Source: an optimization exercise on an open RTL-to-GDS flow (aim: small area). Production flows keep margins and buffers that such runs may drop.
Function was checked by simulation only, so behaviour that the tests miss may differ from the original.

==> lagoon <==
Design dmem_responder, start of the top module:
module dmem_responder #(
  parameter int DEPTH   = 64,
  parameter int LATENCY = 2
) (
  input  logic        clk,
  input  logic        reset,
  input  logic        req,
  input  logic        we,
  input  logic [1:0]  size,
  input  logic [31:0] addr,
  input  logic [31:0] wdata,
  output logic        ready,
  output logic [31:0] rdata,
  output logic        err
);
==> module dmem_responder, before the edit <==
module dmem_responder #(
  parameter int DEPTH   = 64,
  parameter int LATENCY = 2
) (
  input  logic        clk,
  input  logic        reset,
  input  logic        req,
  input  logic        we,
  input  logic [1:0]  size,
  input  logic [31:0] addr,
  input  logic [31:0] wdata,
  output logic        ready,
  output logic [31:0] rdata,
  output logic        err
);
  localparam int          AW       = $clog2(DEPTH);
  localparam logic [31:0] LIMIT    = 32'(DEPTH * 4);
  localparam logic [3:0]  CNT_INIT = (LATENCY > 0) ? 4'(LATENCY - 1) : 4'd0;
  localparam bit          NO_WAIT  = (LATENCY == 0);
  typedef enum logic [1:0] {IDLE, WAIT, RESP} state_t;
  state_t      state;
  logic [3:0]  cnt;
  logic [31:0] mem [DEPTH];
  logic        we_p0;
  logic [1:0]  size_p0;
  logic [31:0] addr_p0;
  logic [31:0] wdata_p0;
  logic          op_we;
  logic [1:0]    op_size;
  logic [31:0]   op_addr;
  logic [31:0]   op_wdata;
  logic [AW-1:0] op_idx;
  logic [3:0]    op_be;
  logic [31:0]   op_wd;
  logic          op_err;
  logic          commit;
  function automatic logic is_err(input logic [1:0] sz, input logic [31:0] a);
    logic e;
    e = 1'b0;
    if (sz == 2'b11)                         e = 1'b1;
    if (sz == 2'b01 && a[0])                 e = 1'b1;
    if (sz == 2'b10 && a[1:0] != 2'b00)      e = 1'b1;
    if (a >= LIMIT)                          e = 1'b1;
    is_err = e;
  endfunction
  function automatic logic [3:0] lane_en(input logic [1:0] sz, input logic [1:0] a);
    logic [3:0] be;
    case (sz)
      2'b00:   be = 4'b0001 << a;
      2'b01:   be = a[1] ? 4'b1100 : 4'b0011;
      default: be = 4'b1111;
    endcase
    lane_en = be;
  endfunction
  function automatic logic [31:0] lane_data(input logic [1:0] sz, input logic [31:0] d);
    logic [31:0] r;
    case (sz)
      2'b00:   r = {4{d[7:0]}};
      2'b01:   r = {2{d[15:0]}};
      default: r = d;
    endcase
    lane_data = r;
  endfunction
  always_comb begin
    op_we    = (state == IDLE) ? we    : we_p0;
    op_size  = (state == IDLE) ? size  : size_p0;
    op_addr  = (state == IDLE) ? addr  : addr_p0;
    op_wdata = (state == IDLE) ? wdata : wdata_p0;
    op_idx   = op_addr[AW+1:2];
    op_be    = lane_en(op_size, op_addr[1:0]);
    op_wd    = lane_data(op_size, op_wdata);
    op_err   = is_err(op_size, op_addr);
    commit   = 1'b0;
    if (state == IDLE && req && !op_err && NO_WAIT) commit = 1'b1;
    if (state == WAIT && cnt == 4'd0)               commit = 1'b1;
  end
  always_ff @(posedge clk) begin
    if (state == IDLE && req) begin
      we_p0    <= we;
      size_p0  <= size;
      addr_p0  <= addr;
      wdata_p0 <= wdata;
    end
  end
  always_ff @(posedge clk or negedge reset) begin
    if (!reset) begin
      for (int i = 0; i < DEPTH; i++) mem[i] <= '0;
    end else if (commit && op_we) begin
      for (int l = 0; l < 4; l++)
        if (op_be[l]) mem[op_idx][8*l +: 8] <= op_wd[8*l +: 8];
    end
  end
  always_ff @(posedge clk or negedge reset) begin
    if (!reset) begin
      state <= IDLE;
      cnt   <= 4'd0;
      ready <= 1'b0;
      err   <= 1'b0;
      rdata <= '0;
    end else begin
      case (state)
        IDLE: begin
          if (req) begin
            if (op_err) begin
              state <= RESP;
              ready <= 1'b1;
              err   <= 1'b1;
              rdata <= '0;
            end else if (NO_WAIT) begin
              state <= RESP;
              ready <= 1'b1;
              err   <= 1'b0;
              rdata <= op_we ? 32'd0 : mem[op_idx];
            end else begin
              state <= WAIT;
              cnt   <= CNT_INIT;
            end
          end
        end
        WAIT: begin
          if (cnt == 4'd0) begin
            state <= RESP;
            ready <= 1'b1;
            err   <= 1'b0;
            rdata <= op_we ? 32'd0 : mem[op_idx];
          end else begin
            cnt <= cnt - 4'd1;
          end
        end
        RESP: begin
          state <= IDLE;
          ready <= 1'b0;
          err   <= 1'b0;
          rdata <= '0;
        end
        default: state <= IDLE;
      endcase
    end
  end
endmodule
==> flow/config.mk <==
export PLATFORM = sky130hd
export DESIGN_NAME = dmem_responder
export DESIGN_NICKNAME = dmem_responder
export VERILOG_FILES = /design/flow/design.v
export SDC_FILE = /design/flow/constraint.sdc
export NUM_CORES = 4
export LEC_CHECK = 0
export CAP_MARGIN = 20
export CORE_MARGIN = 2
export CORE_UTILIZATION = 30
export PLACE_DENSITY = 0.45
export SLEW_MARGIN = 20
==> flow/constraint.sdc <==
create_clock -name core_clock -period 6.0 [get_ports {clk}]
set_input_delay 1.2000 -clock core_clock [delete_from_list [all_inputs] [get_ports {clk}]]
set_output_delay 1.2000 -clock core_clock [all_outputs]
set_load 0.01 [all_outputs]
run.sh (not shown) runs the stock make flow with config.mk's settings and CLKGATE_MAP_FILE= SYNTH_SCRIPT=/design/flow/synth_recipe.tcl, a recipe that flattens the netlist after the stock synthesis.
==> inputs of indigo, as changes to lagoon <==
==> flow/design.v (replaced) <==
module dmem_responder #(
  parameter int DEPTH   = 64,
  parameter int LATENCY = 2
) (
  input  logic        clk,
  input  logic        reset,
  input  logic        req,
  input  logic        we,
  input  logic [1:0]  size,
  input  logic [31:0] addr,
  input  logic [31:0] wdata,
  output logic        ready,
  output logic [31:0] rdata,
  output logic        err
);
  localparam int NR = 16;   
  localparam int NS = 4;    
  logic       w1, w2, rdy, er;   
  logic [1:0] rot;               
  logic       swept;             
  logic       wv;                
  logic       rd;                
  logic [5:0]  idx;              
  logic [3:0]  be;               
  logic [31:0] rbuf;             
  logic idle, acc, errin;
  logic [3:0] be_in;
  logic [31:0] wd_in;
  assign idle  = ~(w1 | w2 | rdy);
  assign acc   = idle & req;
  assign errin = (size == 2'b11) | (size == 2'b01 & addr[0]) |
                 (size == 2'b10 & (addr[1:0] != 2'b00)) | (addr[31:8] != 24'd0);
  always_comb begin
    case (size)
      2'b00:   be_in = 4'b0001 << addr[1:0];
      2'b01:   be_in = addr[1] ? 4'b1100 : 4'b0011;
      default: be_in = 4'b1111;
    endcase
    case (size)
      2'b00:   wd_in = {4{wdata[7:0]}};
      2'b01:   wd_in = {2{wdata[15:0]}};
      default: wd_in = wdata;
    endcase
  end
  always_ff @(posedge clk or negedge reset) begin
    if (!reset) begin
      w1    <= 1'b0;
      w2    <= 1'b0;
      rdy   <= 1'b0;
      er    <= 1'b0;
      rot   <= 2'd0;
      swept <= 1'b0;
      wv    <= 1'b0;
      rd    <= 1'b0;
    end else begin
      w1  <= acc & ~errin;
      w2  <= w1;
      rdy <= w2 | (acc & errin);
      er  <= acc & errin;
      rot <= rot + 2'd1;
      if (rot == 2'd3) swept <= 1'b1;
      if (idle) begin
        wv <= req & we & ~errin;
        rd <= req & ~we & ~errin & swept;
      end
    end
  end
  logic [31:0] slot [NR][NS];
  logic [31:0] tap;
  logic [NR-1:0] rsel;
  logic [3:0] rc;
  logic [1:0] jc;
  logic hit, wnow;
  assign rc   = idle ? addr[7:4] : idx[5:2];
  assign jc   = idle ? addr[3:2] : idx[1:0];
  assign hit  = (jc + rot) == 2'd0;                
  assign wnow = wv & ((idx[1:0] + rot) == 2'd3);   
  always_comb begin
    for (int r = 0; r < NR; r++) rsel[r] = (rc == 4'(r));
    tap = '0;
    for (int r = 0; r < NR; r++) tap = tap | ({32{rsel[r]}} & slot[r][0]);
  end
  for (genvar r = 0; r < NR; r++) begin : g_ring
    logic [3:0] selw, hold;
    logic [31:0] sw, sh;
    always_comb begin
      for (int l = 0; l < 4; l++) begin
        selw[l] = wnow & (idx[5:2] == 4'(r)) & be[l];
        hold[l] = ~selw[l] & swept;
      end
      for (int b = 0; b < 32; b++) begin
        sw[b] = selw[b/8];
        sh[b] = hold[b/8];
      end
    end
    always_ff @(posedge clk) begin
      slot[r][0] <= (rbuf & sw) | (slot[r][NS-1] & sh);
      for (int p = 1; p < NS; p++) slot[r][p] <= slot[r][p-1];
    end
  end
  always_ff @(posedge clk) begin
    if (idle) begin
      idx <= addr[7:2];
      be  <= be_in;
    end
    if (idle & we)
      rbuf <= wd_in;
    else if (hit & ~(~idle & wv))
      rbuf <= tap;
  end
  assign ready = rdy;
  assign err   = er;
  assign rdata = (rdy & rd) ? (hit ? tap : rbuf) : 32'd0;
endmodule
==> flow_metrics.env <==
export IMPL_design_area_mm2=0.0668
export IMPL_slew_headroom_pct=23.5
export IMPL_status="complete, no violations"
export IMPL_multi_input_area_share_pct=18.3
export IMPL_num_antenna_cells=2
export IMPL_power_frac_clock_pct=46.3
export IMPL_p_int_mw=21.6
export IMPL_p_leak_nw=24.7
[end of results for indigo]
==> flow_metrics.env <==
export IMPL_num_antenna_cells=11
export IMPL_p_int_mw=24.7
export IMPL_synth_cell_types=81
export IMPL_switchingPower_mw=11.9
export IMPL_power_frac_clock_pct=42.2
export IMPL_use_met1_pct=39.8
export IMPL_status="complete, no violations"
export IMPL_slew_headroom_pct=19.0
export IMPL_p_leak_nw=45.2
export IMPL_multi_input_area_share_pct=31.5
[end of results for lagoon]

[what the ideal ports hide]
No port has a modelled driver above. Below, the same layouts with a new extraction and two added sets of constraints. Step 1 assumes that a clkbuf_16 drives the clock port and a buf_2 every other input. Step 2 moves the port delays by t, midway between the first and last clock arrival at a register: inputs arrive t later, outputs are due t later. That takes back most of the time a late clock gives input paths. a / b / c = no drivers / after step 1 / after step 2; a / b = the first two.
| run | t, ns | slack for setup (ns) | worst hold slack (ns) |
|---|---|---|---|
| lagoon | 1.002 | 0.647 / 0.647 / 0.047 | 0.298 / 0.293 / 0.474 |
| indigo | 0.903 | 0.195 / 0.113 / 0.264 | 0.295 / 0.295 / 0.295 |
After both steps every run listed still meets setup and hold. For lagoon, which loses most, drivers alone change the setup slack by 0.000 ns; drivers and shift together by -0.600 ns.
